Context: an optimization exercise on an open-source flow, tuned for small area, a short achievable clock period and few clock cycles. The choices shown serve that exercise and are no tape-out recipe. The RTL was checked by simulation tests, not by an equivalence proof against the original design.

--- flow/design.v ---
package tbli_pkg;
  localparam int unsigned POINTS    = 12;
  localparam int unsigned CNT_W     = (POINTS > 1) ? $clog2(POINTS) : 1;
  localparam int unsigned DATA_W    = 16;
  localparam int unsigned IDX_W     = 4;
  localparam int unsigned DIFF_W    = DATA_W + 1;
  localparam int unsigned PROD_W    = 2 * DIFF_W;
  localparam int unsigned MAG_W     = 2 * DATA_W;
  localparam int unsigned SUM_W     = MAG_W + 2;
  localparam int unsigned DIV_CNT_W = $clog2(MAG_W);
  typedef enum logic {
    FUNC_WRITE = 1'b0,
    FUNC_QUERY = 1'b1
  } func_e;
  typedef enum logic [1:0] {
    ST_EXACT  = 2'd0,
    ST_INTERP = 2'd1,
    ST_RANGE  = 2'd2,
    ST_BADSEG = 2'd3
  } status_e;
  typedef struct packed {
    logic signed [DATA_W-1:0] x;
    logic signed [DATA_W-1:0] y;
  } point_t;
endpackage
module tbli_cell (
  input  logic             clk_i,
  input  logic             ld_i,
  input  tbli_pkg::point_t ld_pt_i,
  output tbli_pkg::point_t pt_o
);
  typedef tbli_pkg::point_t point_t;
  point_t pt_q;
  always_ff @(posedge clk_i) begin
    if (ld_i) begin
      pt_q <= ld_pt_i;
    end
  end
  assign pt_o = pt_q;
endmodule
module tbli_div (
  input  logic [tbli_pkg::DATA_W-1:0] rem_i,    
  input  logic [tbli_pkg::DATA_W-1:0] sh_i,     
  input  logic [tbli_pkg::DATA_W-1:0] dvs_i,
  output logic [tbli_pkg::DATA_W-1:0] rem_o,
  output logic [tbli_pkg::DATA_W-1:0] sh_o
);
  localparam int unsigned DATA_W = tbli_pkg::DATA_W;
  logic [DATA_W:0] t;
  logic [DATA_W:0] d;
  logic            ge;
  assign t     = {rem_i, sh_i[DATA_W-1]};
  assign d     = t - {1'b0, dvs_i};
  assign ge    = !d[DATA_W];
  assign rem_o = ge ? d[DATA_W-1:0] : t[DATA_W-1:0];
  assign sh_o  = {sh_i[DATA_W-2:0], ge};
endmodule
module tbli_mul_csa (
  input  logic [15:0] a_i,
  input  logic [15:0] b_i,
  output logic [95:0] rows_o   
);
  logic [255:0] pp;
  logic fs0, fc0, fs1, fc1, fs2, fc2, fs3, fc3, fs4, fc4, fs5, fc5, fs6, fc6, fs7, fc7;
  logic fs8, fc8, fs9, fc9, fs10, fc10, fs11, fc11, fs12, fc12, fs13, fc13, fs14, fc14, fs15, fc15;
  logic fs16, fc16, fs17, fc17, fs18, fc18, fs19, fc19, fs20, fc20, fs21, fc21, fs22, fc22, fs23, fc23;
  logic fs24, fc24, fs25, fc25, fs26, fc26, fs27, fc27, fs28, fc28, fs29, fc29, fs30, fc30, fs31, fc31;
  logic fs32, fc32, fs33, fc33, fs34, fc34, fs35, fc35, fs36, fc36, fs37, fc37, fs38, fc38, fs39, fc39;
  logic fs40, fc40, fs41, fc41, fs42, fc42, fs43, fc43, fs44, fc44, fs45, fc45, fs46, fc46, fs47, fc47;
  logic fs48, fc48, fs49, fc49, fs50, fc50, fs51, fc51, fs52, fc52, fs53, fc53, fs54, fc54, fs55, fc55;
  logic fs56, fc56, fs57, fc57, fs58, fc58, fs59, fc59, fs60, fc60, fs61, fc61, fs62, fc62, fs63, fc63;
  logic fs64, fc64, fs65, fc65, fs66, fc66, fs67, fc67, fs68, fc68, fs69, fc69, fs70, fc70, fs71, fc71;
  logic fs72, fc72, fs73, fc73, fs74, fc74, fs75, fc75, fs76, fc76, fs77, fc77, fs78, fc78, fs79, fc79;
  logic fs80, fc80, fs81, fc81, fs82, fc82, fs83, fc83, fs84, fc84, fs85, fc85, fs86, fc86, fs87, fc87;
  logic fs88, fc88, fs89, fc89, fs90, fc90, fs91, fc91, fs92, fc92, fs93, fc93, fs94, fc94, fs95, fc95;
  logic fs96, fc96, fs97, fc97, fs98, fc98, fs99, fc99, fs100, fc100, fs101, fc101, fs102, fc102, fs103, fc103;
  logic fs104, fc104, fs105, fc105, fs106, fc106, fs107, fc107, fs108, fc108, fs109, fc109, fs110, fc110, fs111, fc111;
  logic fs112, fc112, fs113, fc113, fs114, fc114, fs115, fc115, fs116, fc116, fs117, fc117, fs118, fc118, fs119, fc119;
  logic fs120, fc120, fs121, fc121, fs122, fc122, fs123, fc123, fs124, fc124, fs125, fc125, fs126, fc126, fs127, fc127;
  logic fs128, fc128, fs129, fc129, fs130, fc130, fs131, fc131, fs132, fc132, fs133, fc133, fs134, fc134, fs135, fc135;
  logic fs136, fc136, fs137, fc137, fs138, fc138, fs139, fc139, fs140, fc140, fs141, fc141, fs142, fc142, fs143, fc143;
  logic fs144, fc144, fs145, fc145, fs146, fc146, fs147, fc147, fs148, fc148, fs149, fc149, fs150, fc150, fs151, fc151;
  logic fs152, fc152, fs153, fc153, fs154, fc154, fs155, fc155, fs156, fc156, fs157, fc157, fs158, fc158, fs159, fc159;
  logic fs160, fc160, fs161, fc161, fs162, fc162, fs163, fc163, fs164, fc164, fs165, fc165, fs166, fc166, fs167, fc167;
  logic hs0, hc0, hs1, hc1, hs2, hc2, hs3, hc3, hs4, hc4, hs5, hc5, hs6, hc6, hs7, hc7;
  logic hs8, hc8, hs9, hc9, hs10, hc10, hs11, hc11, hs12, hc12, hs13, hc13;
  for (genvar i = 0; i < 16; i++) begin : g_pp_i
    for (genvar j = 0; j < 16; j++) begin : g_pp_j
      assign pp[16*i+j] = b_i[i] & a_i[j];
    end
  end
  assign hs0 = pp[13] ^ pp[28];
  assign hc0 = pp[13] & pp[28];
  assign fs0 = pp[14] ^ pp[29] ^ pp[44];
  assign fc0 = (pp[14] & pp[29]) | (pp[14] & pp[44]) | (pp[29] & pp[44]);
  assign hs1 = pp[59] ^ pp[74];
  assign hc1 = pp[59] & pp[74];
  assign fs1 = pp[15] ^ pp[30] ^ pp[45];
  assign fc1 = (pp[15] & pp[30]) | (pp[15] & pp[45]) | (pp[30] & pp[45]);
  assign fs2 = pp[60] ^ pp[75] ^ pp[90];
  assign fc2 = (pp[60] & pp[75]) | (pp[60] & pp[90]) | (pp[75] & pp[90]);
  assign hs2 = pp[105] ^ pp[120];
  assign hc2 = pp[105] & pp[120];
  assign fs3 = pp[31] ^ pp[46] ^ pp[61];
  assign fc3 = (pp[31] & pp[46]) | (pp[31] & pp[61]) | (pp[46] & pp[61]);
  assign fs4 = pp[76] ^ pp[91] ^ pp[106];
  assign fc4 = (pp[76] & pp[91]) | (pp[76] & pp[106]) | (pp[91] & pp[106]);
  assign hs3 = pp[121] ^ pp[136];
  assign hc3 = pp[121] & pp[136];
  assign fs5 = pp[47] ^ pp[62] ^ pp[77];
  assign fc5 = (pp[47] & pp[62]) | (pp[47] & pp[77]) | (pp[62] & pp[77]);
  assign fs6 = pp[92] ^ pp[107] ^ pp[122];
  assign fc6 = (pp[92] & pp[107]) | (pp[92] & pp[122]) | (pp[107] & pp[122]);
  assign fs7 = pp[63] ^ pp[78] ^ pp[93];
  assign fc7 = (pp[63] & pp[78]) | (pp[63] & pp[93]) | (pp[78] & pp[93]);
  assign hs4 = pp[9] ^ pp[24];
  assign hc4 = pp[9] & pp[24];
  assign fs8 = pp[10] ^ pp[25] ^ pp[40];
  assign fc8 = (pp[10] & pp[25]) | (pp[10] & pp[40]) | (pp[25] & pp[40]);
  assign hs5 = pp[55] ^ pp[70];
  assign hc5 = pp[55] & pp[70];
  assign fs9 = pp[11] ^ pp[26] ^ pp[41];
  assign fc9 = (pp[11] & pp[26]) | (pp[11] & pp[41]) | (pp[26] & pp[41]);
  assign fs10 = pp[56] ^ pp[71] ^ pp[86];
  assign fc10 = (pp[56] & pp[71]) | (pp[56] & pp[86]) | (pp[71] & pp[86]);
  assign hs6 = pp[101] ^ pp[116];
  assign hc6 = pp[101] & pp[116];
  assign fs11 = pp[12] ^ pp[27] ^ pp[42];
  assign fc11 = (pp[12] & pp[27]) | (pp[12] & pp[42]) | (pp[27] & pp[42]);
  assign fs12 = pp[57] ^ pp[72] ^ pp[87];
  assign fc12 = (pp[57] & pp[72]) | (pp[57] & pp[87]) | (pp[72] & pp[87]);
  assign fs13 = pp[102] ^ pp[117] ^ pp[132];
  assign fc13 = (pp[102] & pp[117]) | (pp[102] & pp[132]) | (pp[117] & pp[132]);
  assign hs7 = pp[147] ^ pp[162];
  assign hc7 = pp[147] & pp[162];
  assign fs14 = hs0 ^ pp[43] ^ pp[58];
  assign fc14 = (hs0 & pp[43]) | (hs0 & pp[58]) | (pp[43] & pp[58]);
  assign fs15 = pp[73] ^ pp[88] ^ pp[103];
  assign fc15 = (pp[73] & pp[88]) | (pp[73] & pp[103]) | (pp[88] & pp[103]);
  assign fs16 = pp[118] ^ pp[133] ^ pp[148];
  assign fc16 = (pp[118] & pp[133]) | (pp[118] & pp[148]) | (pp[133] & pp[148]);
  assign fs17 = pp[163] ^ pp[178] ^ pp[193];
  assign fc17 = (pp[163] & pp[178]) | (pp[163] & pp[193]) | (pp[178] & pp[193]);
  assign fs18 = hc0 ^ fs0 ^ hs1;
  assign fc18 = (hc0 & fs0) | (hc0 & hs1) | (fs0 & hs1);
  assign fs19 = pp[89] ^ pp[104] ^ pp[119];
  assign fc19 = (pp[89] & pp[104]) | (pp[89] & pp[119]) | (pp[104] & pp[119]);
  assign fs20 = pp[134] ^ pp[149] ^ pp[164];
  assign fc20 = (pp[134] & pp[149]) | (pp[134] & pp[164]) | (pp[149] & pp[164]);
  assign fs21 = pp[179] ^ pp[194] ^ pp[209];
  assign fc21 = (pp[179] & pp[194]) | (pp[179] & pp[209]) | (pp[194] & pp[209]);
  assign fs22 = fc0 ^ hc1 ^ fs1;
  assign fc22 = (fc0 & hc1) | (fc0 & fs1) | (hc1 & fs1);
  assign fs23 = fs2 ^ hs2 ^ pp[135];
  assign fc23 = (fs2 & hs2) | (fs2 & pp[135]) | (hs2 & pp[135]);
  assign fs24 = pp[150] ^ pp[165] ^ pp[180];
  assign fc24 = (pp[150] & pp[165]) | (pp[150] & pp[180]) | (pp[165] & pp[180]);
  assign fs25 = pp[195] ^ pp[210] ^ pp[225];
  assign fc25 = (pp[195] & pp[210]) | (pp[195] & pp[225]) | (pp[210] & pp[225]);
  assign fs26 = fc1 ^ fc2 ^ hc2;
  assign fc26 = (fc1 & fc2) | (fc1 & hc2) | (fc2 & hc2);
  assign fs27 = fs3 ^ fs4 ^ hs3;
  assign fc27 = (fs3 & fs4) | (fs3 & hs3) | (fs4 & hs3);
  assign fs28 = pp[151] ^ pp[166] ^ pp[181];
  assign fc28 = (pp[151] & pp[166]) | (pp[151] & pp[181]) | (pp[166] & pp[181]);
  assign fs29 = pp[196] ^ pp[211] ^ pp[226];
  assign fc29 = (pp[196] & pp[211]) | (pp[196] & pp[226]) | (pp[211] & pp[226]);
  assign fs30 = fc3 ^ fc4 ^ hc3;
  assign fc30 = (fc3 & fc4) | (fc3 & hc3) | (fc4 & hc3);
  assign fs31 = fs5 ^ fs6 ^ pp[137];
  assign fc31 = (fs5 & fs6) | (fs5 & pp[137]) | (fs6 & pp[137]);
  assign fs32 = pp[152] ^ pp[167] ^ pp[182];
  assign fc32 = (pp[152] & pp[167]) | (pp[152] & pp[182]) | (pp[167] & pp[182]);
  assign fs33 = pp[197] ^ pp[212] ^ pp[227];
  assign fc33 = (pp[197] & pp[212]) | (pp[197] & pp[227]) | (pp[212] & pp[227]);
  assign fs34 = fc5 ^ fc6 ^ fs7;
  assign fc34 = (fc5 & fc6) | (fc5 & fs7) | (fc6 & fs7);
  assign fs35 = pp[108] ^ pp[123] ^ pp[138];
  assign fc35 = (pp[108] & pp[123]) | (pp[108] & pp[138]) | (pp[123] & pp[138]);
  assign fs36 = pp[153] ^ pp[168] ^ pp[183];
  assign fc36 = (pp[153] & pp[168]) | (pp[153] & pp[183]) | (pp[168] & pp[183]);
  assign fs37 = pp[198] ^ pp[213] ^ pp[228];
  assign fc37 = (pp[198] & pp[213]) | (pp[198] & pp[228]) | (pp[213] & pp[228]);
  assign fs38 = fc7 ^ pp[79] ^ pp[94];
  assign fc38 = (fc7 & pp[79]) | (fc7 & pp[94]) | (pp[79] & pp[94]);
  assign fs39 = pp[109] ^ pp[124] ^ pp[139];
  assign fc39 = (pp[109] & pp[124]) | (pp[109] & pp[139]) | (pp[124] & pp[139]);
  assign fs40 = pp[154] ^ pp[169] ^ pp[184];
  assign fc40 = (pp[154] & pp[169]) | (pp[154] & pp[184]) | (pp[169] & pp[184]);
  assign fs41 = pp[199] ^ pp[214] ^ pp[229];
  assign fc41 = (pp[199] & pp[214]) | (pp[199] & pp[229]) | (pp[214] & pp[229]);
  assign fs42 = pp[95] ^ pp[110] ^ pp[125];
  assign fc42 = (pp[95] & pp[110]) | (pp[95] & pp[125]) | (pp[110] & pp[125]);
  assign fs43 = pp[140] ^ pp[155] ^ pp[170];
  assign fc43 = (pp[140] & pp[155]) | (pp[140] & pp[170]) | (pp[155] & pp[170]);
  assign fs44 = pp[185] ^ pp[200] ^ pp[215];
  assign fc44 = (pp[185] & pp[200]) | (pp[185] & pp[215]) | (pp[200] & pp[215]);
  assign fs45 = pp[111] ^ pp[126] ^ pp[141];
  assign fc45 = (pp[111] & pp[126]) | (pp[111] & pp[141]) | (pp[126] & pp[141]);
  assign fs46 = pp[156] ^ pp[171] ^ pp[186];
  assign fc46 = (pp[156] & pp[171]) | (pp[156] & pp[186]) | (pp[171] & pp[186]);
  assign fs47 = pp[127] ^ pp[142] ^ pp[157];
  assign fc47 = (pp[127] & pp[142]) | (pp[127] & pp[157]) | (pp[142] & pp[157]);
  assign hs8 = pp[6] ^ pp[21];
  assign hc8 = pp[6] & pp[21];
  assign fs48 = pp[7] ^ pp[22] ^ pp[37];
  assign fc48 = (pp[7] & pp[22]) | (pp[7] & pp[37]) | (pp[22] & pp[37]);
  assign hs9 = pp[52] ^ pp[67];
  assign hc9 = pp[52] & pp[67];
  assign fs49 = pp[8] ^ pp[23] ^ pp[38];
  assign fc49 = (pp[8] & pp[23]) | (pp[8] & pp[38]) | (pp[23] & pp[38]);
  assign fs50 = pp[53] ^ pp[68] ^ pp[83];
  assign fc50 = (pp[53] & pp[68]) | (pp[53] & pp[83]) | (pp[68] & pp[83]);
  assign hs10 = pp[98] ^ pp[113];
  assign hc10 = pp[98] & pp[113];
  assign fs51 = hs4 ^ pp[39] ^ pp[54];
  assign fc51 = (hs4 & pp[39]) | (hs4 & pp[54]) | (pp[39] & pp[54]);
  assign fs52 = pp[69] ^ pp[84] ^ pp[99];
  assign fc52 = (pp[69] & pp[84]) | (pp[69] & pp[99]) | (pp[84] & pp[99]);
  assign fs53 = pp[114] ^ pp[129] ^ pp[144];
  assign fc53 = (pp[114] & pp[129]) | (pp[114] & pp[144]) | (pp[129] & pp[144]);
  assign fs54 = hc4 ^ fs8 ^ hs5;
  assign fc54 = (hc4 & fs8) | (hc4 & hs5) | (fs8 & hs5);
  assign fs55 = pp[85] ^ pp[100] ^ pp[115];
  assign fc55 = (pp[85] & pp[100]) | (pp[85] & pp[115]) | (pp[100] & pp[115]);
  assign fs56 = pp[130] ^ pp[145] ^ pp[160];
  assign fc56 = (pp[130] & pp[145]) | (pp[130] & pp[160]) | (pp[145] & pp[160]);
  assign fs57 = fc8 ^ hc5 ^ fs9;
  assign fc57 = (fc8 & hc5) | (fc8 & fs9) | (hc5 & fs9);
  assign fs58 = fs10 ^ hs6 ^ pp[131];
  assign fc58 = (fs10 & hs6) | (fs10 & pp[131]) | (hs6 & pp[131]);
  assign fs59 = pp[146] ^ pp[161] ^ pp[176];
  assign fc59 = (pp[146] & pp[161]) | (pp[146] & pp[176]) | (pp[161] & pp[176]);
  assign fs60 = fc9 ^ fc10 ^ hc6;
  assign fc60 = (fc9 & fc10) | (fc9 & hc6) | (fc10 & hc6);
  assign fs61 = fs11 ^ fs12 ^ fs13;
  assign fc61 = (fs11 & fs12) | (fs11 & fs13) | (fs12 & fs13);
  assign fs62 = hs7 ^ pp[177] ^ pp[192];
  assign fc62 = (hs7 & pp[177]) | (hs7 & pp[192]) | (pp[177] & pp[192]);
  assign fs63 = fc11 ^ fc12 ^ fc13;
  assign fc63 = (fc11 & fc12) | (fc11 & fc13) | (fc12 & fc13);
  assign fs64 = hc7 ^ fs14 ^ fs15;
  assign fc64 = (hc7 & fs14) | (hc7 & fs15) | (fs14 & fs15);
  assign fs65 = fs16 ^ fs17 ^ pp[208];
  assign fc65 = (fs16 & fs17) | (fs16 & pp[208]) | (fs17 & pp[208]);
  assign fs66 = fc14 ^ fc15 ^ fc16;
  assign fc66 = (fc14 & fc15) | (fc14 & fc16) | (fc15 & fc16);
  assign fs67 = fc17 ^ fs18 ^ fs19;
  assign fc67 = (fc17 & fs18) | (fc17 & fs19) | (fs18 & fs19);
  assign fs68 = fs20 ^ fs21 ^ pp[224];
  assign fc68 = (fs20 & fs21) | (fs20 & pp[224]) | (fs21 & pp[224]);
  assign fs69 = fc18 ^ fc19 ^ fc20;
  assign fc69 = (fc18 & fc19) | (fc18 & fc20) | (fc19 & fc20);
  assign fs70 = fc21 ^ fs22 ^ fs23;
  assign fc70 = (fc21 & fs22) | (fc21 & fs23) | (fs22 & fs23);
  assign fs71 = fs24 ^ fs25 ^ pp[240];
  assign fc71 = (fs24 & fs25) | (fs24 & pp[240]) | (fs25 & pp[240]);
  assign fs72 = fc22 ^ fc23 ^ fc24;
  assign fc72 = (fc22 & fc23) | (fc22 & fc24) | (fc23 & fc24);
  assign fs73 = fc25 ^ fs26 ^ fs27;
  assign fc73 = (fc25 & fs26) | (fc25 & fs27) | (fs26 & fs27);
  assign fs74 = fs28 ^ fs29 ^ pp[241];
  assign fc74 = (fs28 & fs29) | (fs28 & pp[241]) | (fs29 & pp[241]);
  assign fs75 = fc26 ^ fc27 ^ fc28;
  assign fc75 = (fc26 & fc27) | (fc26 & fc28) | (fc27 & fc28);
  assign fs76 = fc29 ^ fs30 ^ fs31;
  assign fc76 = (fc29 & fs30) | (fc29 & fs31) | (fs30 & fs31);
  assign fs77 = fs32 ^ fs33 ^ pp[242];
  assign fc77 = (fs32 & fs33) | (fs32 & pp[242]) | (fs33 & pp[242]);
  assign fs78 = fc30 ^ fc31 ^ fc32;
  assign fc78 = (fc30 & fc31) | (fc30 & fc32) | (fc31 & fc32);
  assign fs79 = fc33 ^ fs34 ^ fs35;
  assign fc79 = (fc33 & fs34) | (fc33 & fs35) | (fs34 & fs35);
  assign fs80 = fs36 ^ fs37 ^ pp[243];
  assign fc80 = (fs36 & fs37) | (fs36 & pp[243]) | (fs37 & pp[243]);
  assign fs81 = fc34 ^ fc35 ^ fc36;
  assign fc81 = (fc34 & fc35) | (fc34 & fc36) | (fc35 & fc36);
  assign fs82 = fc37 ^ fs38 ^ fs39;
  assign fc82 = (fc37 & fs38) | (fc37 & fs39) | (fs38 & fs39);
  assign fs83 = fs40 ^ fs41 ^ pp[244];
  assign fc83 = (fs40 & fs41) | (fs40 & pp[244]) | (fs41 & pp[244]);
  assign fs84 = fc38 ^ fc39 ^ fc40;
  assign fc84 = (fc38 & fc39) | (fc38 & fc40) | (fc39 & fc40);
  assign fs85 = fc41 ^ fs42 ^ fs43;
  assign fc85 = (fc41 & fs42) | (fc41 & fs43) | (fs42 & fs43);
  assign fs86 = fs44 ^ pp[230] ^ pp[245];
  assign fc86 = (fs44 & pp[230]) | (fs44 & pp[245]) | (pp[230] & pp[245]);
  assign fs87 = fc42 ^ fc43 ^ fc44;
  assign fc87 = (fc42 & fc43) | (fc42 & fc44) | (fc43 & fc44);
  assign fs88 = fs45 ^ fs46 ^ pp[201];
  assign fc88 = (fs45 & fs46) | (fs45 & pp[201]) | (fs46 & pp[201]);
  assign fs89 = pp[216] ^ pp[231] ^ pp[246];
  assign fc89 = (pp[216] & pp[231]) | (pp[216] & pp[246]) | (pp[231] & pp[246]);
  assign fs90 = fc45 ^ fc46 ^ fs47;
  assign fc90 = (fc45 & fc46) | (fc45 & fs47) | (fc46 & fs47);
  assign fs91 = pp[172] ^ pp[187] ^ pp[202];
  assign fc91 = (pp[172] & pp[187]) | (pp[172] & pp[202]) | (pp[187] & pp[202]);
  assign fs92 = pp[217] ^ pp[232] ^ pp[247];
  assign fc92 = (pp[217] & pp[232]) | (pp[217] & pp[247]) | (pp[232] & pp[247]);
  assign fs93 = fc47 ^ pp[143] ^ pp[158];
  assign fc93 = (fc47 & pp[143]) | (fc47 & pp[158]) | (pp[143] & pp[158]);
  assign fs94 = pp[173] ^ pp[188] ^ pp[203];
  assign fc94 = (pp[173] & pp[188]) | (pp[173] & pp[203]) | (pp[188] & pp[203]);
  assign fs95 = pp[218] ^ pp[233] ^ pp[248];
  assign fc95 = (pp[218] & pp[233]) | (pp[218] & pp[248]) | (pp[233] & pp[248]);
  assign fs96 = pp[159] ^ pp[174] ^ pp[189];
  assign fc96 = (pp[159] & pp[174]) | (pp[159] & pp[189]) | (pp[174] & pp[189]);
  assign fs97 = pp[204] ^ pp[219] ^ pp[234];
  assign fc97 = (pp[204] & pp[219]) | (pp[204] & pp[234]) | (pp[219] & pp[234]);
  assign fs98 = pp[175] ^ pp[190] ^ pp[205];
  assign fc98 = (pp[175] & pp[190]) | (pp[175] & pp[205]) | (pp[190] & pp[205]);
  assign hs11 = pp[4] ^ pp[19];
  assign hc11 = pp[4] & pp[19];
  assign fs99 = pp[5] ^ pp[20] ^ pp[35];
  assign fc99 = (pp[5] & pp[20]) | (pp[5] & pp[35]) | (pp[20] & pp[35]);
  assign hs12 = pp[50] ^ pp[65];
  assign hc12 = pp[50] & pp[65];
  assign fs100 = hs8 ^ pp[36] ^ pp[51];
  assign fc100 = (hs8 & pp[36]) | (hs8 & pp[51]) | (pp[36] & pp[51]);
  assign fs101 = pp[66] ^ pp[81] ^ pp[96];
  assign fc101 = (pp[66] & pp[81]) | (pp[66] & pp[96]) | (pp[81] & pp[96]);
  assign fs102 = hc8 ^ fs48 ^ hs9;
  assign fc102 = (hc8 & fs48) | (hc8 & hs9) | (fs48 & hs9);
  assign fs103 = pp[82] ^ pp[97] ^ pp[112];
  assign fc103 = (pp[82] & pp[97]) | (pp[82] & pp[112]) | (pp[97] & pp[112]);
  assign fs104 = fc48 ^ hc9 ^ fs49;
  assign fc104 = (fc48 & hc9) | (fc48 & fs49) | (hc9 & fs49);
  assign fs105 = fs50 ^ hs10 ^ pp[128];
  assign fc105 = (fs50 & hs10) | (fs50 & pp[128]) | (hs10 & pp[128]);
  assign fs106 = fc49 ^ fc50 ^ hc10;
  assign fc106 = (fc49 & fc50) | (fc49 & hc10) | (fc50 & hc10);
  assign fs107 = fs51 ^ fs52 ^ fs53;
  assign fc107 = (fs51 & fs52) | (fs51 & fs53) | (fs52 & fs53);
  assign fs108 = fc51 ^ fc52 ^ fc53;
  assign fc108 = (fc51 & fc52) | (fc51 & fc53) | (fc52 & fc53);
  assign fs109 = fs54 ^ fs55 ^ fs56;
  assign fc109 = (fs54 & fs55) | (fs54 & fs56) | (fs55 & fs56);
  assign fs110 = fc54 ^ fc55 ^ fc56;
  assign fc110 = (fc54 & fc55) | (fc54 & fc56) | (fc55 & fc56);
  assign fs111 = fs57 ^ fs58 ^ fs59;
  assign fc111 = (fs57 & fs58) | (fs57 & fs59) | (fs58 & fs59);
  assign fs112 = fc57 ^ fc58 ^ fc59;
  assign fc112 = (fc57 & fc58) | (fc57 & fc59) | (fc58 & fc59);
  assign fs113 = fs60 ^ fs61 ^ fs62;
  assign fc113 = (fs60 & fs61) | (fs60 & fs62) | (fs61 & fs62);
  assign fs114 = fc60 ^ fc61 ^ fc62;
  assign fc114 = (fc60 & fc61) | (fc60 & fc62) | (fc61 & fc62);
  assign fs115 = fs63 ^ fs64 ^ fs65;
  assign fc115 = (fs63 & fs64) | (fs63 & fs65) | (fs64 & fs65);
  assign fs116 = fc63 ^ fc64 ^ fc65;
  assign fc116 = (fc63 & fc64) | (fc63 & fc65) | (fc64 & fc65);
  assign fs117 = fs66 ^ fs67 ^ fs68;
  assign fc117 = (fs66 & fs67) | (fs66 & fs68) | (fs67 & fs68);
  assign fs118 = fc66 ^ fc67 ^ fc68;
  assign fc118 = (fc66 & fc67) | (fc66 & fc68) | (fc67 & fc68);
  assign fs119 = fs69 ^ fs70 ^ fs71;
  assign fc119 = (fs69 & fs70) | (fs69 & fs71) | (fs70 & fs71);
  assign fs120 = fc69 ^ fc70 ^ fc71;
  assign fc120 = (fc69 & fc70) | (fc69 & fc71) | (fc70 & fc71);
  assign fs121 = fs72 ^ fs73 ^ fs74;
  assign fc121 = (fs72 & fs73) | (fs72 & fs74) | (fs73 & fs74);
  assign fs122 = fc72 ^ fc73 ^ fc74;
  assign fc122 = (fc72 & fc73) | (fc72 & fc74) | (fc73 & fc74);
  assign fs123 = fs75 ^ fs76 ^ fs77;
  assign fc123 = (fs75 & fs76) | (fs75 & fs77) | (fs76 & fs77);
  assign fs124 = fc75 ^ fc76 ^ fc77;
  assign fc124 = (fc75 & fc76) | (fc75 & fc77) | (fc76 & fc77);
  assign fs125 = fs78 ^ fs79 ^ fs80;
  assign fc125 = (fs78 & fs79) | (fs78 & fs80) | (fs79 & fs80);
  assign fs126 = fc78 ^ fc79 ^ fc80;
  assign fc126 = (fc78 & fc79) | (fc78 & fc80) | (fc79 & fc80);
  assign fs127 = fs81 ^ fs82 ^ fs83;
  assign fc127 = (fs81 & fs82) | (fs81 & fs83) | (fs82 & fs83);
  assign fs128 = fc81 ^ fc82 ^ fc83;
  assign fc128 = (fc81 & fc82) | (fc81 & fc83) | (fc82 & fc83);
  assign fs129 = fs84 ^ fs85 ^ fs86;
  assign fc129 = (fs84 & fs85) | (fs84 & fs86) | (fs85 & fs86);
  assign fs130 = fc84 ^ fc85 ^ fc86;
  assign fc130 = (fc84 & fc85) | (fc84 & fc86) | (fc85 & fc86);
  assign fs131 = fs87 ^ fs88 ^ fs89;
  assign fc131 = (fs87 & fs88) | (fs87 & fs89) | (fs88 & fs89);
  assign fs132 = fc87 ^ fc88 ^ fc89;
  assign fc132 = (fc87 & fc88) | (fc87 & fc89) | (fc88 & fc89);
  assign fs133 = fs90 ^ fs91 ^ fs92;
  assign fc133 = (fs90 & fs91) | (fs90 & fs92) | (fs91 & fs92);
  assign fs134 = fc90 ^ fc91 ^ fc92;
  assign fc134 = (fc90 & fc91) | (fc90 & fc92) | (fc91 & fc92);
  assign fs135 = fs93 ^ fs94 ^ fs95;
  assign fc135 = (fs93 & fs94) | (fs93 & fs95) | (fs94 & fs95);
  assign fs136 = fc93 ^ fc94 ^ fc95;
  assign fc136 = (fc93 & fc94) | (fc93 & fc95) | (fc94 & fc95);
  assign fs137 = fs96 ^ fs97 ^ pp[249];
  assign fc137 = (fs96 & fs97) | (fs96 & pp[249]) | (fs97 & pp[249]);
  assign fs138 = fc96 ^ fc97 ^ fs98;
  assign fc138 = (fc96 & fc97) | (fc96 & fs98) | (fc97 & fs98);
  assign fs139 = pp[220] ^ pp[235] ^ pp[250];
  assign fc139 = (pp[220] & pp[235]) | (pp[220] & pp[250]) | (pp[235] & pp[250]);
  assign fs140 = fc98 ^ pp[191] ^ pp[206];
  assign fc140 = (fc98 & pp[191]) | (fc98 & pp[206]) | (pp[191] & pp[206]);
  assign fs141 = pp[221] ^ pp[236] ^ pp[251];
  assign fc141 = (pp[221] & pp[236]) | (pp[221] & pp[251]) | (pp[236] & pp[251]);
  assign fs142 = pp[207] ^ pp[222] ^ pp[237];
  assign fc142 = (pp[207] & pp[222]) | (pp[207] & pp[237]) | (pp[222] & pp[237]);
  assign hs13 = pp[3] ^ pp[18];
  assign hc13 = pp[3] & pp[18];
  assign fs143 = hs11 ^ pp[34] ^ pp[49];
  assign fc143 = (hs11 & pp[34]) | (hs11 & pp[49]) | (pp[34] & pp[49]);
  assign fs144 = hc11 ^ fs99 ^ hs12;
  assign fc144 = (hc11 & fs99) | (hc11 & hs12) | (fs99 & hs12);
  assign fs145 = fc99 ^ hc12 ^ fs100;
  assign fc145 = (fc99 & hc12) | (fc99 & fs100) | (hc12 & fs100);
  assign fs146 = fc100 ^ fc101 ^ fs102;
  assign fc146 = (fc100 & fc101) | (fc100 & fs102) | (fc101 & fs102);
  assign fs147 = fc102 ^ fc103 ^ fs104;
  assign fc147 = (fc102 & fc103) | (fc102 & fs104) | (fc103 & fs104);
  assign fs148 = fc104 ^ fc105 ^ fs106;
  assign fc148 = (fc104 & fc105) | (fc104 & fs106) | (fc105 & fs106);
  assign fs149 = fc106 ^ fc107 ^ fs108;
  assign fc149 = (fc106 & fc107) | (fc106 & fs108) | (fc107 & fs108);
  assign fs150 = fc108 ^ fc109 ^ fs110;
  assign fc150 = (fc108 & fc109) | (fc108 & fs110) | (fc109 & fs110);
  assign fs151 = fc110 ^ fc111 ^ fs112;
  assign fc151 = (fc110 & fc111) | (fc110 & fs112) | (fc111 & fs112);
  assign fs152 = fc112 ^ fc113 ^ fs114;
  assign fc152 = (fc112 & fc113) | (fc112 & fs114) | (fc113 & fs114);
  assign fs153 = fc114 ^ fc115 ^ fs116;
  assign fc153 = (fc114 & fc115) | (fc114 & fs116) | (fc115 & fs116);
  assign fs154 = fc116 ^ fc117 ^ fs118;
  assign fc154 = (fc116 & fc117) | (fc116 & fs118) | (fc117 & fs118);
  assign fs155 = fc118 ^ fc119 ^ fs120;
  assign fc155 = (fc118 & fc119) | (fc118 & fs120) | (fc119 & fs120);
  assign fs156 = fc120 ^ fc121 ^ fs122;
  assign fc156 = (fc120 & fc121) | (fc120 & fs122) | (fc121 & fs122);
  assign fs157 = fc122 ^ fc123 ^ fs124;
  assign fc157 = (fc122 & fc123) | (fc122 & fs124) | (fc123 & fs124);
  assign fs158 = fc124 ^ fc125 ^ fs126;
  assign fc158 = (fc124 & fc125) | (fc124 & fs126) | (fc125 & fs126);
  assign fs159 = fc126 ^ fc127 ^ fs128;
  assign fc159 = (fc126 & fc127) | (fc126 & fs128) | (fc127 & fs128);
  assign fs160 = fc128 ^ fc129 ^ fs130;
  assign fc160 = (fc128 & fc129) | (fc128 & fs130) | (fc129 & fs130);
  assign fs161 = fc130 ^ fc131 ^ fs132;
  assign fc161 = (fc130 & fc131) | (fc130 & fs132) | (fc131 & fs132);
  assign fs162 = fc132 ^ fc133 ^ fs134;
  assign fc162 = (fc132 & fc133) | (fc132 & fs134) | (fc133 & fs134);
  assign fs163 = fc134 ^ fc135 ^ fs136;
  assign fc163 = (fc134 & fc135) | (fc134 & fs136) | (fc135 & fs136);
  assign fs164 = fc136 ^ fc137 ^ fs138;
  assign fc164 = (fc136 & fc137) | (fc136 & fs138) | (fc137 & fs138);
  assign fs165 = fc138 ^ fc139 ^ fs140;
  assign fc165 = (fc138 & fc139) | (fc138 & fs140) | (fc139 & fs140);
  assign fs166 = fc140 ^ fc141 ^ fs142;
  assign fc166 = (fc140 & fc141) | (fc140 & fs142) | (fc141 & fs142);
  assign fs167 = fc142 ^ pp[223] ^ pp[238];
  assign fc167 = (fc142 & pp[223]) | (fc142 & pp[238]) | (pp[223] & pp[238]);
  assign rows_o[31:0] = {1'b0, pp[255], fc167, fc166, fc165, fc164, fc163, fc162, fc161, fc160, fc159, fc158, fc157, fc156, fc155, fc154, fc153, fc152, fc151, fc150, fc149, fc148, fc147, fc146, fc145, fc144, fc143, hc13, hs13, pp[2], pp[1], pp[0]};
  assign rows_o[63:32] = {1'b0, 1'b0, pp[239], fs167, fs166, fs165, fs164, fs163, fs162, fs161, fs160, fs159, fs158, fs157, fs156, fs155, fs154, fs153, fs152, fs151, fs150, fs149, fs148, fs147, fs146, fs145, fs144, fs143, pp[33], pp[17], pp[16], 1'b0};
  assign rows_o[95:64] = {1'b0, 1'b0, pp[254], pp[253], pp[252], fs141, fs139, fs137, fs135, fs133, fs131, fs129, fs127, fs125, fs123, fs121, fs119, fs117, fs115, fs113, fs111, fs109, fs107, fs105, fs103, fs101, pp[80], pp[64], pp[48], pp[32], 1'b0, 1'b0};
endmodule
module table_linear_interpolator_core (
  input  logic                                clk_i,
  input  logic                                rst_ni,
  input  logic                                start,
  output logic                                busy,
  input  logic                                func_i,
  input  logic [tbli_pkg::IDX_W-1:0]          point_index_i,
  input  logic signed [tbli_pkg::DATA_W-1:0]  point_x_i,
  input  logic signed [tbli_pkg::DATA_W-1:0]  point_y_i,
  input  logic signed [tbli_pkg::DATA_W-1:0]  query_x_i,
  output logic                                done_o,
  output logic signed [tbli_pkg::DATA_W-1:0]  result_y_o,
  output logic [1:0]                          status_o
);
  localparam int unsigned POINTS = tbli_pkg::POINTS;
  localparam int unsigned DATA_W = tbli_pkg::DATA_W;
  localparam int unsigned IDX_W  = tbli_pkg::IDX_W;
  localparam int unsigned DIFF_W = tbli_pkg::DIFF_W;
  localparam int unsigned MAG_W  = tbli_pkg::MAG_W;
  localparam int unsigned MROWS  = 3;                
  typedef tbli_pkg::point_t point_t;
  localparam logic [1:0] ST_EXACT  = 2'd0;
  localparam logic [1:0] ST_INTERP = 2'd1;
  localparam logic [1:0] ST_RANGE  = 2'd2;
  localparam logic [1:0] ST_BADSEG = 2'd3;
  assign busy = 1'b0;
  logic             wr_v_q;
  logic [IDX_W-1:0] wr_idx_q;
  point_t           wr_pt_q;
  always_ff @(posedge clk_i or negedge rst_ni) begin
    if (!rst_ni) wr_v_q <= 1'b0;
    else         wr_v_q <= start && (func_i == tbli_pkg::FUNC_WRITE);
  end
  always_ff @(posedge clk_i) begin
    wr_idx_q  <= point_index_i;
    wr_pt_q.x <= point_x_i;
    wr_pt_q.y <= point_y_i;
  end
  logic signed [DATA_W-1:0] tx [POINTS];
  logic signed [DATA_W-1:0] ty [POINTS];
  for (genvar k = 0; k < POINTS; k++) begin : g_cell
    logic   ld;
    point_t pt;
    assign ld = wr_v_q && (int'(wr_idx_q) == k);
    tbli_cell u_cell (
      .clk_i   (clk_i),
      .ld_i    (ld),
      .ld_pt_i (wr_pt_q),
      .pt_o    (pt)
    );
    assign tx[k] = pt.x;
    assign ty[k] = pt.y;
  end
  logic                     v1_q;
  logic signed [DATA_W-1:0] q1_q;
  always_ff @(posedge clk_i or negedge rst_ni) begin
    if (!rst_ni) v1_q <= 1'b0;
    else         v1_q <= start && (func_i == tbli_pkg::FUNC_QUERY);
  end
  always_ff @(posedge clk_i) q1_q <= query_x_i;
  logic [POINTS-1:0] c_eq, c_hit, c_first;
  logic [POINTS:0]   c_seen;
  always_comb begin
    for (int i = 0; i < POINTS; i++) begin
      c_eq[i]  = (tx[i] == q1_q);
      c_hit[i] = c_eq[i];
      if (i < POINTS - 1) c_hit[i] = c_hit[i] || (tx[i+1] > q1_q);
    end
    c_seen[0] = 1'b0;
    for (int i = 0; i < POINTS; i++) begin
      c_first[i]  = c_hit[i] && !c_seen[i];
      c_seen[i+1] = c_seen[i] || c_hit[i];
    end
  end
  logic                     v2_q;
  logic                     any2_q;
  logic signed [DATA_W-1:0] q2_q;
  logic [POINTS-1:0]        first2_q, eq2_q;
  always_ff @(posedge clk_i or negedge rst_ni) begin
    if (!rst_ni) v2_q <= 1'b0;
    else         v2_q <= v1_q;
  end
  always_ff @(posedge clk_i) begin
    any2_q   <= c_seen[POINTS];
    q2_q     <= q1_q;
    first2_q <= c_first;
    eq2_q    <= c_eq;
  end
  logic signed [DATA_W-1:0] s_x0, s_y0, s_x1, s_y1;
  logic [1:0]               s_st;
  always_comb begin
    s_x0 = '0; s_y0 = '0; s_x1 = '0; s_y1 = '0;
    for (int i = 0; i < POINTS; i++) begin
      s_x0 |= {DATA_W{first2_q[i]}} & tx[i];
      s_y0 |= {DATA_W{first2_q[i]}} & ty[i];
      if (i < POINTS - 1) begin
        s_x1 |= {DATA_W{first2_q[i]}} & tx[i+1];
        s_y1 |= {DATA_W{first2_q[i]}} & ty[i+1];
      end
    end
    s_st = !any2_q ? ST_RANGE : (|(first2_q & eq2_q)) ? ST_EXACT : ST_INTERP;
  end
  logic                     v3_q;
  logic [1:0]               st3_q;
  logic signed [DATA_W-1:0] q3_q, x0_3_q, y0_3_q, x1_3_q, y1_3_q;
  always_ff @(posedge clk_i or negedge rst_ni) begin
    if (!rst_ni) v3_q <= 1'b0;
    else         v3_q <= v2_q;
  end
  always_ff @(posedge clk_i) begin
    st3_q  <= s_st;
    q3_q   <= q2_q;
    x0_3_q <= s_x0;
    y0_3_q <= s_y0;
    x1_3_q <= s_x1;
    y1_3_q <= s_y1;
  end
  logic signed [DIFF_W-1:0] c_dx, c_dy, c_dqx, c_ndx, c_ndy, c_ndqx;
  assign c_dx   = DIFF_W'(x1_3_q) - DIFF_W'(x0_3_q);
  assign c_dy   = DIFF_W'(y1_3_q) - DIFF_W'(y0_3_q);
  assign c_dqx  = DIFF_W'(q3_q)   - DIFF_W'(x0_3_q);
  assign c_ndx  = DIFF_W'(x0_3_q) - DIFF_W'(x1_3_q);
  assign c_ndy  = DIFF_W'(y0_3_q) - DIFF_W'(y1_3_q);
  assign c_ndqx = DIFF_W'(x0_3_q) - DIFF_W'(q3_q);
  logic                     v5_q;
  logic [1:0]               st5_q;
  logic signed [DATA_W-1:0] y0_5_q;
  logic                     neg5_q;
  logic [DATA_W-1:0]        dx5_q, dy5_q, dqx5_q;
  always_ff @(posedge clk_i or negedge rst_ni) begin
    if (!rst_ni) v5_q <= 1'b0;
    else         v5_q <= v3_q;
  end
  always_ff @(posedge clk_i) begin
    st5_q  <= (st3_q == ST_INTERP && x1_3_q == x0_3_q) ? ST_BADSEG : st3_q;
    y0_5_q <= y0_3_q;
    neg5_q <= c_dx[DIFF_W-1] ^ c_dy[DIFF_W-1] ^ c_dqx[DIFF_W-1];
    dx5_q  <= c_dx[DIFF_W-1]  ? c_ndx[DATA_W-1:0]  : c_dx[DATA_W-1:0];
    dy5_q  <= c_dy[DIFF_W-1]  ? c_ndy[DATA_W-1:0]  : c_dy[DATA_W-1:0];
    dqx5_q <= c_dqx[DIFF_W-1] ? c_ndqx[DATA_W-1:0] : c_dqx[DATA_W-1:0];
  end
  logic [MROWS*MAG_W-1:0] c_rows;
  tbli_mul_csa u_mul (
    .a_i   (dy5_q),
    .b_i   (dqx5_q),
    .rows_o (c_rows)
  );
  logic                     v6_q;
  logic [1:0]               st6_q;
  logic signed [DATA_W-1:0] y0_6_q;
  logic                     neg6_q;
  logic [DATA_W-1:0]        dx6_q;
  logic [MROWS*MAG_W-1:0]   rows6_q;
  always_ff @(posedge clk_i or negedge rst_ni) begin
    if (!rst_ni) v6_q <= 1'b0;
    else         v6_q <= v5_q;
  end
  always_ff @(posedge clk_i) begin
    st6_q   <= st5_q;
    y0_6_q  <= y0_5_q;
    neg6_q  <= neg5_q;
    dx6_q   <= dx5_q;
    rows6_q <= c_rows;
  end
  logic [MAG_W-1:0] c_prod;
  always_comb begin
    c_prod = '0;
    for (int r = 0; r < MROWS; r++) c_prod += rows6_q[r*MAG_W +: MAG_W];
  end
  logic                     v7_q;
  logic [1:0]               st7_q;
  logic signed [DATA_W-1:0] y0_7_q;
  logic                     neg7_q;
  logic [DATA_W-1:0]        dx7_q;
  logic [MAG_W-1:0]         n7_q;
  always_ff @(posedge clk_i or negedge rst_ni) begin
    if (!rst_ni) v7_q <= 1'b0;
    else         v7_q <= v6_q;
  end
  always_ff @(posedge clk_i) begin
    st7_q  <= st6_q;
    y0_7_q <= y0_6_q;
    neg7_q <= neg6_q;
    dx7_q  <= dx6_q;
    n7_q   <= c_prod;
  end
  localparam int unsigned PW = 2 + 1 + 1 + 4 * DATA_W;   
  logic          r_v  [DATA_W+1];
  logic [PW-1:0] r_pl [DATA_W+1];
  assign r_v[0]  = v7_q;
  assign r_pl[0] = {st7_q, neg7_q, 1'b0, y0_7_q, dx7_q, n7_q};
  for (genvar r = 0; r < DATA_W; r++) begin : g_row
    logic [DATA_W-1:0] rem_n, sh_n;
    logic [PW-1:0]     pl_n;
    tbli_div u_row (
      .rem_i (r_pl[r][2*DATA_W-1:DATA_W]),
      .sh_i  (r_pl[r][DATA_W-1:0]),
      .dvs_i (r_pl[r][3*DATA_W-1:2*DATA_W]),
      .rem_o (rem_n),
      .sh_o  (sh_n)
    );
    if (r == 0) begin : g_ovf
      assign pl_n = {r_pl[r][PW-1:PW-3],
                     r_pl[r][2*DATA_W-1:DATA_W] >= r_pl[r][3*DATA_W-1:2*DATA_W],
                     r_pl[r][PW-5:2*DATA_W], rem_n, sh_n};
    end else begin : g_pass
      assign pl_n = {r_pl[r][PW-1:2*DATA_W], rem_n, sh_n};
    end
    logic          v_q;
    logic [PW-1:0] pl_q;
    always_ff @(posedge clk_i or negedge rst_ni) begin
      if (!rst_ni) v_q <= 1'b0;
      else         v_q <= r_v[r];
    end
    always_ff @(posedge clk_i) pl_q <= pl_n;
    assign r_v[r+1]  = v_q;
    assign r_pl[r+1] = pl_q;
  end
  logic                     vq_q;
  logic [1:0]               stq_q;
  logic signed [DATA_W-1:0] y0q_q;
  logic                     negq_q, ovfq_q;
  logic [DATA_W-1:0]        quot_q;
  assign vq_q = r_v[DATA_W];
  assign {stq_q, negq_q, ovfq_q, y0q_q} = r_pl[DATA_W][PW-1:3*DATA_W];
  assign quot_q = r_pl[DATA_W][DATA_W-1:0];
  localparam int unsigned VW = DATA_W + 2;
  logic signed [VW-1:0] c_val;
  always_comb begin
    unique case (stq_q)
      ST_EXACT:  c_val = VW'(y0q_q);
      ST_INTERP: begin
        if (ovfq_q)      c_val = negq_q ? 18'sh30000 : 18'sh0FFFF;
        else if (negq_q) c_val = VW'(y0q_q) - VW'(quot_q);
        else             c_val = VW'(y0q_q) + VW'(quot_q);
      end
      default:   c_val = '0;
    endcase
  end
  logic                 vs_q;
  logic [1:0]           sts_q;
  logic signed [VW-1:0] val_q;
  always_ff @(posedge clk_i or negedge rst_ni) begin
    if (!rst_ni) vs_q <= 1'b0;
    else         vs_q <= vq_q;
  end
  always_ff @(posedge clk_i) begin
    sts_q <= stq_q;
    val_q <= c_val;
  end
  logic signed [DATA_W-1:0] c_res;
  always_comb begin
    if (val_q[VW-1:DATA_W-1] == 3'b000 || val_q[VW-1:DATA_W-1] == 3'b111)
      c_res = val_q[DATA_W-1:0];
    else
      c_res = val_q[VW-1] ? 16'sh8000 : 16'sh7FFF;
  end
  logic                     done_q;
  logic signed [DATA_W-1:0] res_q;
  logic [1:0]               stat_q;
  always_ff @(posedge clk_i or negedge rst_ni) begin
    if (!rst_ni) done_q <= 1'b0;
    else         done_q <= vs_q;
  end
  always_ff @(posedge clk_i) begin
    res_q  <= c_res;
    stat_q <= sts_q;
  end
  assign done_o     = done_q;
  assign result_y_o = res_q;
  assign status_o   = stat_q;
endmodule
--- flow/run.sh ---
#!/bin/bash
# synth_recipe.tcl (not shown) runs the flow's synth.tcl, then flattens the netlist and writes it again
# the make line also repeats each setting of config.mk as NAME=value (left out here)
make -C /OpenROAD-flow-scripts/flow DESIGN_CONFIG=/design/flow/config.mk WORK_HOME=/design/flow/orfs CLKGATE_MAP_FILE= SYNTH_SCRIPT=/design/flow/synth_recipe.tcl finish
--- flow/config.mk ---
export PLATFORM = sky130hd
export DESIGN_NAME = table_linear_interpolator_core
export DESIGN_NICKNAME = table_linear_interpolator_core
export VERILOG_FILES = /design/flow/design.v
export SDC_FILE = /design/flow/constraint.sdc
export NUM_CORES = 4
export LEC_CHECK = 0
export CAP_MARGIN = 20
export CORE_MARGIN = 2
export CORE_UTILIZATION = 65
export CTS_BUF_LIST = sky130_fd_sc_hd__clkbuf_16
export CTS_CLUSTER_DIAMETER = 110
export CTS_CLUSTER_SIZE = 24
export PLACE_DENSITY = 0.72
export SLEW_MARGIN = 20
--- flow/constraint.sdc ---
create_clock -name core_clock -period 10.0 [get_ports {clk_i}]
set_input_delay 2.0000 -clock core_clock [delete_from_list [all_inputs] [get_ports {clk_i}]]
set_output_delay 2.0000 -clock core_clock [all_outputs]
set_load 0.01 [all_outputs]
==> reports/metrics.yaml, run 1 <==
outcome: "timing/DRC/antenna clean"
critical-path-max-stage-delay_ns: 0.52
critPathArrivalTime_ns: 4.54
ys_ff_latch: 1935
critPathBufInv: 1
sequential_element_share_of_the_synthesized_area_pct: 54.1
via_per_inst: 5.93
min_period_over_period_pct: 38.9
post-synth-top-area-cell: "dfxtp_1"
grt_first_pass_wirelength_microns: 281000
max_clock_freq_mhz: 257
clk_path_buf_depth: 3
synth_area_sq_um: 78900
yosys_warnings: 10
area_of_placed_instances_sq_um: 81400
cts_made_buffers: 90
initial_core_util_pct: 65.7
crit-reg2reg-launch: "q1_q[1]$_DFF_P_"
synth_area_per_cell_sq_um: 11.8
async_flop_share_pct: 1.29
crit_path_top_delay_cell: "a2111oi_0"
die_h_microns: 352
cp-endpoint: "first2_q[10]$_DFF_P_"
stdcell_area_sq_um: 83900
rsz0062_at_grt: "false"
holdBufCountCts: 0
post_detail_place_hpwl_microns: 128000
timing.reg2reg.worst_path_depth: 12
cts_setup_buffers: 0
synth.area.top_cells: "dfxtp_1 39%, edfxtp_1 15%, ha_1 9.5%, fa_1 5.6%, mux2_2 2.7%"
timing.final.setup_violations: 0
core_region_area_sq_um: 120000
cts.reportedPaths.clkPinSlew_ns: 0.11
synthDominantCellAreaShare_pct: 38.7
mappedNetlistNets: 7564
layout-area-overhead-vs-synth_pct: 6.32
worstPathMaxFanout: 11
worst-slew-pin-transition_ns: 1.12
routed_wirelength_microns: 180000
clockRootBuffer: "clkbuf_16"
layout-drive-gt1-share_pct: 5.69
clock_tree_from_tritoncts: "yes"
drtAntennaViolNets: 0
boundaryPins: 76
router_iterations_before_antenna_repair: 6
min_period_ns: 3.89
dieArea_sq_um: 124000
insertedDiodeCount: 0
synth_cell_types: 76
postSynthCellCount: 6687
slew_headroom_pct: 25.5
cell_class_contributing_the_biggest_share_of_worst_path_delay: "simple AND/OR/NAND/NOR gates"
wl_per_cell_microns: 21.5
fp-row-count: 127
timing.critical_path.from: "q1_q[1]$_DFF_P_"
clk_latency_ns: 0.76
cts_resized: 0
die_width_microns: 352
crit_path_start_kind: "flip-flop"
final.setup.tns_ns: 0
grt_util_all_layers_pct: 28.9
initialDrtViolationCount: 4319
grt_pass1_vias: 49799
synth_top_flop_cell: "dfxtp_1"
final_stage_net_count: 7590
timing.clock.skew_ns: 0.0457
worst_ep_required_time_ns: 10.65
cp_num_cells: 12
io_buffer_count: 74
worst_setup_path_end_kind: "flip-flop"
grt_overflow: 0
synth-edff-count: 384
setup.reg_to_reg.worst_slack_ns: 6.11
cts_max_level: 3
tritoncts_num_sinks: 1935
final-hold-violation-count: 0
drt_drc_violations_left: 0
synth_top_cells_by_count: "1526 x dfxtp_1, 602 x ha_1, 567 x inv_1"
hold_path.class: "reg2reg"
synthMostInstantiatedCell: "dfxtp_1"
worstPathCellList: "inv_1 -> ha_1 -> nor2b_1 -> o21a_1 -> o21ai_0 -> a2111oi_0 -> a2111oi_0 -> o21ai_0 -> nor4_1 -> nand3_1 -> or3_1 -> nor3b_1"
placer_s_final_routability_congestion_estimate: 0.959
antenna_found_initial: 5
r2r-end: "first2_q[10]$_DFF_P_"
finalMaxSlewViolations: 0
grt_max_degree: 66
final.fill_count: 8708
cap_viol_max_count: 0
crit_type: "reg2reg"
vias: 49566
==> sequential cells by signal, summed over array words and instances, names as in the netlist, 18 cells and up <==
signal and flops:
g_cell.u_cell.pt_q 384, n7_q 32, g_row.pl_q 1056, wr_pt_q 32
val_q 18, rows6_q 88
==> layout make-up <==
class                           instances  area (sq um)  area share [%]
Clock buffer                           90          2250            2.68
Clock inverter                         33           255           0.304
Inverter                              567          2130            2.54
Multi-Input combinational cell       4012         33500            40.0
Sequential cell                      1935         42700            50.9
Tap cell                             1612          2020            2.40
Timing Repair Buffer                  107           983            1.17
==> stage by stage <==
stage          cells  worst slack [ns]  hold WS (ns)  util (%)
6_report        8356              6.11         0.317      69.9
5_1_grt         8356              5.78         0.325      69.9
4_1_cts         8356              6.15         0.312      69.9
3_5_place_dp    8233              6.16         0.312      67.8
3_3_place_gp    8233              6.17         0.310      67.8
2_1_floorplan   6687              6.50         0.310         -
==> worst min path at each step <==
stage	start	to	slack, ns	depth (start not counted)
2_1_floorplan	dx5_q[0]$_DFF_P_	dx6_q[0]$_DFF_P_	0.31	0
3_3_place_gp	g_row[5].pl_q[67]$_DFF_P_	g_row[6].pl_q[67]$_DFF_P_	0.31	0
3_5_place_dp	g_row[1].pl_q[2]$_DFF_P_	g_row[2].pl_q[3]$_DFF_P_	0.31	0
4_1_cts	g_row[6].pl_q[54]$_DFF_P_	g_row[7].pl_q[54]$_DFF_P_	0.31	0
5_1_grt	q2_q[12]$_DFF_P_	q3_q[12]$_DFF_P_	0.33	0
6_report	q2_q[12]$_DFF_P_	q3_q[12]$_DFF_P_	0.32	0
==> cells by family (layout without fill, tap and decap cells) <==
group	Yosys count	after routing	synth area share, %
xor+xnor	312	312	3.47
buf+inv	740	797	3.55
fa+ha+maj	821	821	15.1
flops	1935	1935	54.1
simple gates	1259	1259	8.08
compound gates	1369	1369	12.2
mux	250	250	3.48
other cells	1	1	0.00475
==> cell usage in the layout (no fill, tap or decap), types with 53 or more instances in the layout <==
master,instances
a21o_1,151
a22o_1,159
a21oi_1,300
nor2_1,251
nand3_1,121
a221oi_1,164
dfxtp_1,1515
mux2_2,192
nand2_1,263
edfxtp_1,384
and2_1,195
clkbuf_16,90
nor3_1,88
xnor2_1,215
xor2_1,93
mux2i_1,53
nand2b_1,86
fa_1,219
o21a_1,92
inv_1,592
nor2b_1,85
clkdlybuf4s50_1,73
nand4_1,58
o21ai_0,192
ha_1,602
==> routing by layer <==
layer	share of wire, %	GRT usage, %	up-vias	wire [microns]
met5	0.015	0	-	27
met1	41	37.2	23923	74300
li1	-	-	23511	-
met2	48	49.3	1725	86900
met3	6.2	4.24	403	11200
met4	4.1	11.3	4	7430
Testbench counts, summed over its fixed seeds: cycles 1,911.
==> run 2: changes to the inputs <==
--- a/flow/config.mk
+++ b/flow/config.mk
@@ -7,9 +7,9 @@
 export LEC_CHECK = 0
 export CAP_MARGIN = 20
 export CORE_MARGIN = 2
-export CORE_UTILIZATION = 65
+export CORE_UTILIZATION = 72
 export CTS_BUF_LIST = sky130_fd_sc_hd__clkbuf_16
 export CTS_CLUSTER_DIAMETER = 110
 export CTS_CLUSTER_SIZE = 24
-export PLACE_DENSITY = 0.72
+export PLACE_DENSITY = 0.78
 export SLEW_MARGIN = 20
==> run 2 against run 1 <==
Effect of this change:
- still clean on timing, DRC and antenna
- highest routed layer unchanged
- via count is 1.8% higher
- maximum frequency is 0.16% lower
- register-to-register slack hardly changed
- synthesized area stayed put
- global-route usage is 3.7 points higher
- critical path depth stayed put
- clock-buffer cell count is 1 higher
- worst hold slack worse by 0.0069 ns
- non-clock buffer count is 3 lower
==> reports/metrics.yaml, run 2 <==
grt_max_degree: 66  # unchanged
max_clock_freq_mhz: 257  # -0.16%
synth_top_cells_by_count: "1526 x dfxtp_1, 602 x ha_1, 567 x inv_1"
timing.clock.skew_ns: 0.0433  # -0.00237 ns
ys_ff_latch: 1935  # unchanged
cts.reportedPaths.clkPinSlew_ns: 0.11  # about the same
holdBufCountCts: 0  # unchanged
finalMaxSlewViolations: 0  # unchanged
most-common-layout-cells: "1515 x dfxtp_1, 602 x ha_1, 593 x inv_1, 384 x edfxtp_1, 300 x a21oi_1"
drt_drc_violations_left: 0  # unchanged
layout-area-overhead-vs-synth_pct: 6.10
synth-edff-count: 384  # unchanged
via_per_inst: 6.19  # +4.3%
outcome: "timing/DRC/antenna clean"
postSynthCellCount: 6687  # unchanged
cts_resized: 0  # unchanged
area.sequential_sq_um: 42700  # about the same
final_stage_net_count: 7588  # -0.026%
vias: 50468  # +1.8%
clk_latency_ns: 0.73  # -0.03 ns
synthMostInstantiatedCell: "dfxtp_1"
synth_cell_types: 76  # unchanged
synthDominantCellAreaShare_pct: 38.7  # unchanged
clockRootBuffer: "clkbuf_16"
io_buffer_count: 74  # unchanged
async_flop_share_pct: 1.29  # unchanged
worst_ep_required_time_ns: 10.62  # -0.03 ns
boundaryPins: 76  # unchanged
crit_path_start_kind: "flip-flop"
post_detail_place_hpwl_microns: 128000  # +0.41%
tritoncts_num_sinks: 1935  # unchanged
worstPathMaxFanout: 11  # unchanged
fp-row-count: 121  # -4.7%
router_iterations_before_antenna_repair: 8  # +2
worst-slew-pin-transition_ns: 1.26  # +0.147 ns
clk_path_buf_depth: 3  # unchanged
synth_area_sq_um: 78900  # unchanged
antenna_found_initial: 7  # +2
min_period_over_period_pct: 39.0  # +0.062 points
worst_setup_path_end_kind: "flip-flop"
cts_made_buffers: 91  # +1.1%
synth_top_flop_cell: "dfxtp_1"
drtAntennaViolNets: 0  # unchanged
core_region_area_sq_um: 109000  # -9.4%
layout_top_registers: "g_row.pl_q: 1056 flops, g_cell.u_cell.pt_q: 384 flops, rows6_q: 88 flops"
initial_core_util_pct: 72.5  # +6.8 points
insertedDiodeCount: 0  # unchanged
synth.area.top_cells: "dfxtp_1 39%, edfxtp_1 15%, ha_1 9.5%, fa_1 5.6%, mux2_2 2.7%"
clock_tree_from_tritoncts: "yes"
slew_headroom_pct: 15.6  # -9.9 points
rsz0062_at_grt: "false"
largest_register_ffs: 1056  # unchanged
synth_area_per_cell_sq_um: 11.8  # unchanged
multiInputGateArea_sq_um: 33600  # about the same
yosys_warnings: 10  # unchanged
layout.cells.most_common: "dfxtp_1"
initialDrtViolationCount: 4772  # +10%
routed_wirelength_microns: 184000  # +2.2%
cts_max_level: 3  # unchanged
mappedNetlistNets: 7564  # unchanged
die_h_microns: 335  # -4.9%
sequential_element_share_of_the_synthesized_area_pct: 54.1  # unchanged
grt_first_pass_wirelength_microns: 284000  # +0.98%
final.setup.tns_ns: 0  # unchanged
layout-drive-gt1-share_pct: 5.68  # -0.015 points
wl_per_cell_microns: 22.5  # +4.7%
timing.final.setup_violations: 0  # unchanged
cap_viol_max_count: 0  # unchanged
grt_pass1_vias: 51238  # +2.9%
dieArea_sq_um: 112000  # -9.6%
final-hold-violation-count: 0  # unchanged
hold_path.class: "reg2reg"
largest_register: "g_row.pl_q"
die_width_microns: 335  # -4.9%
grt_overflow: 0  # unchanged
final_worst_hold_slack_ns: 0.310  # -0.00694 ns
cts_setup_buffers: 0  # unchanged
min_period_ns: 3.90  # +0.00621 ns
critPathArrivalTime_ns: 4.52  # -0.02 ns
final.fill_count: 6900  # -21%
placer_s_final_routability_congestion_estimate: 0.988  # +3.0%
post-synth-top-area-cell: "dfxtp_1"
crit_type: "reg2reg"
grt_util_all_layers_pct: 32.6  # +3.7 points
-- run 2: metrics by stage --
step | setup slack [ns] | instances | instance area, sq um | util, %
after floorplan | 6.50 | 6687 | 78900 | -
after global placement | 5.98 | 8032 | 81100 | 74.5
after detailed placement | 5.94 | 8032 | 81100 | 74.5
after CTS | 5.90 | 8158 | 83700 | 76.9
after global routing | 5.70 | 8158 | 83800 | 76.9
final | 6.10 | 8158 | 83800 | 76.9
-- run 2: path summary, 6_finish.rpt --
kind	slack [ns]	end	start	cells after the start
min in group asynchronous	1.28	v3_q$_DFF_PN0_	rst_ni	1
max in group asynchronous	8.32	v1_q$_DFF_PN0_	rst_ni	1
setup reg to reg	6.10	first2_q[8]$_DFF_P_	q1_q[1]$_DFF_P_	12
hold / removal	0.31	g_row[9].pl_q[57]$_DFF_P_	g_row[8].pl_q[57]$_DFF_P_	0
setup / recovery	6.10	first2_q[8]$_DFF_P_	q1_q[1]$_DFF_P_	12
hold reg to reg	0.31	g_row[9].pl_q[57]$_DFF_P_	g_row[8].pl_q[57]$_DFF_P_	0
-- run 2: layout make-up --
type,instances,share of cell area [%]
Clock buffer,91,2.72
Multi-Input combinational cell,4012,40.1
Timing Repair Buffer,104,1.15
Inverter,567,2.54
Clock inverter,35,0.370
Sequential cell,1935,51.0
Tap cell,1414,2.11
-- run 2: cells by family (layout without fill, tap and decap cells) --
| family | count (synthesis) | count (layout) | synth area share (%) |
|---|---|---|---|
| compound gates | 1369 | 1369 | 12.2 |
| xor+xnor | 312 | 312 | 3.47 |
| fa+ha+maj | 821 | 821 | 15.1 |
| buf+inv | 740 | 797 | 3.55 |
| flops | 1935 | 1935 | 54.1 |
| mux | 250 | 250 | 3.48 |
| other cells | 1 | 1 | 0.00475 |
| simple gates | 1259 | 1259 | 8.08 |
-- run 2: critical path, cell delays in order (launching register included) --
cell       delay, ns
dfxtp_1         0.34
inv_1           0.37
ha_1            0.33
nor2b_1         0.13
o21a_1          0.15
o21ai_0         0.32
a2111oi_0       0.18
a2111oi_0       0.53
o21ai_0         0.19
nor4_1          0.33
nand3_1         0.19
or3_1           0.48
nor4_1          0.27
-- run 2: metal layers --
metal	track usage (%)	vias to the layer above	part of all wire [%]
li1	-	23501	-
met1	39.6	24289	39
met2	57.0	2147	49
met3	4.91	525	7.2
met4	15.8	6	5.0
met5	0	-	0.019

re-timing with driven ports:
No port has a modelled driver above. Below, the same layouts with a new extraction and two added sets of constraints.
Step 1 assumes that a clkbuf_16 drives the clock port and a buf_2 every other input.
Step 2 adds t to the input delays and takes it off the output delays; t is the mean of the earliest and latest rising clock arrival at the registers after step 1. Input paths then give back, and output paths get back, about the clock's delay inside the block.
Slacks: ideal / step 1 / step 2; pairs: ideal / step 1.
| run | t, ns | slack for setup (ns) | hold WS [ns] | worst setup path after step 2 | worst data-port slew with drivers (ns) |
|---|---|---|---|---|---|
| run 1 | 0.818 | 6.108 / 6.108 / 6.108 | 0.317 / 0.317 / 0.317 | register to register | 0.07 |
| run 2 | 0.788 | 6.102 / 6.102 / 6.102 | 0.310 / 0.310 / 0.310 | register to register | 0.05 |
After both steps setup and hold are still met in every run listed.
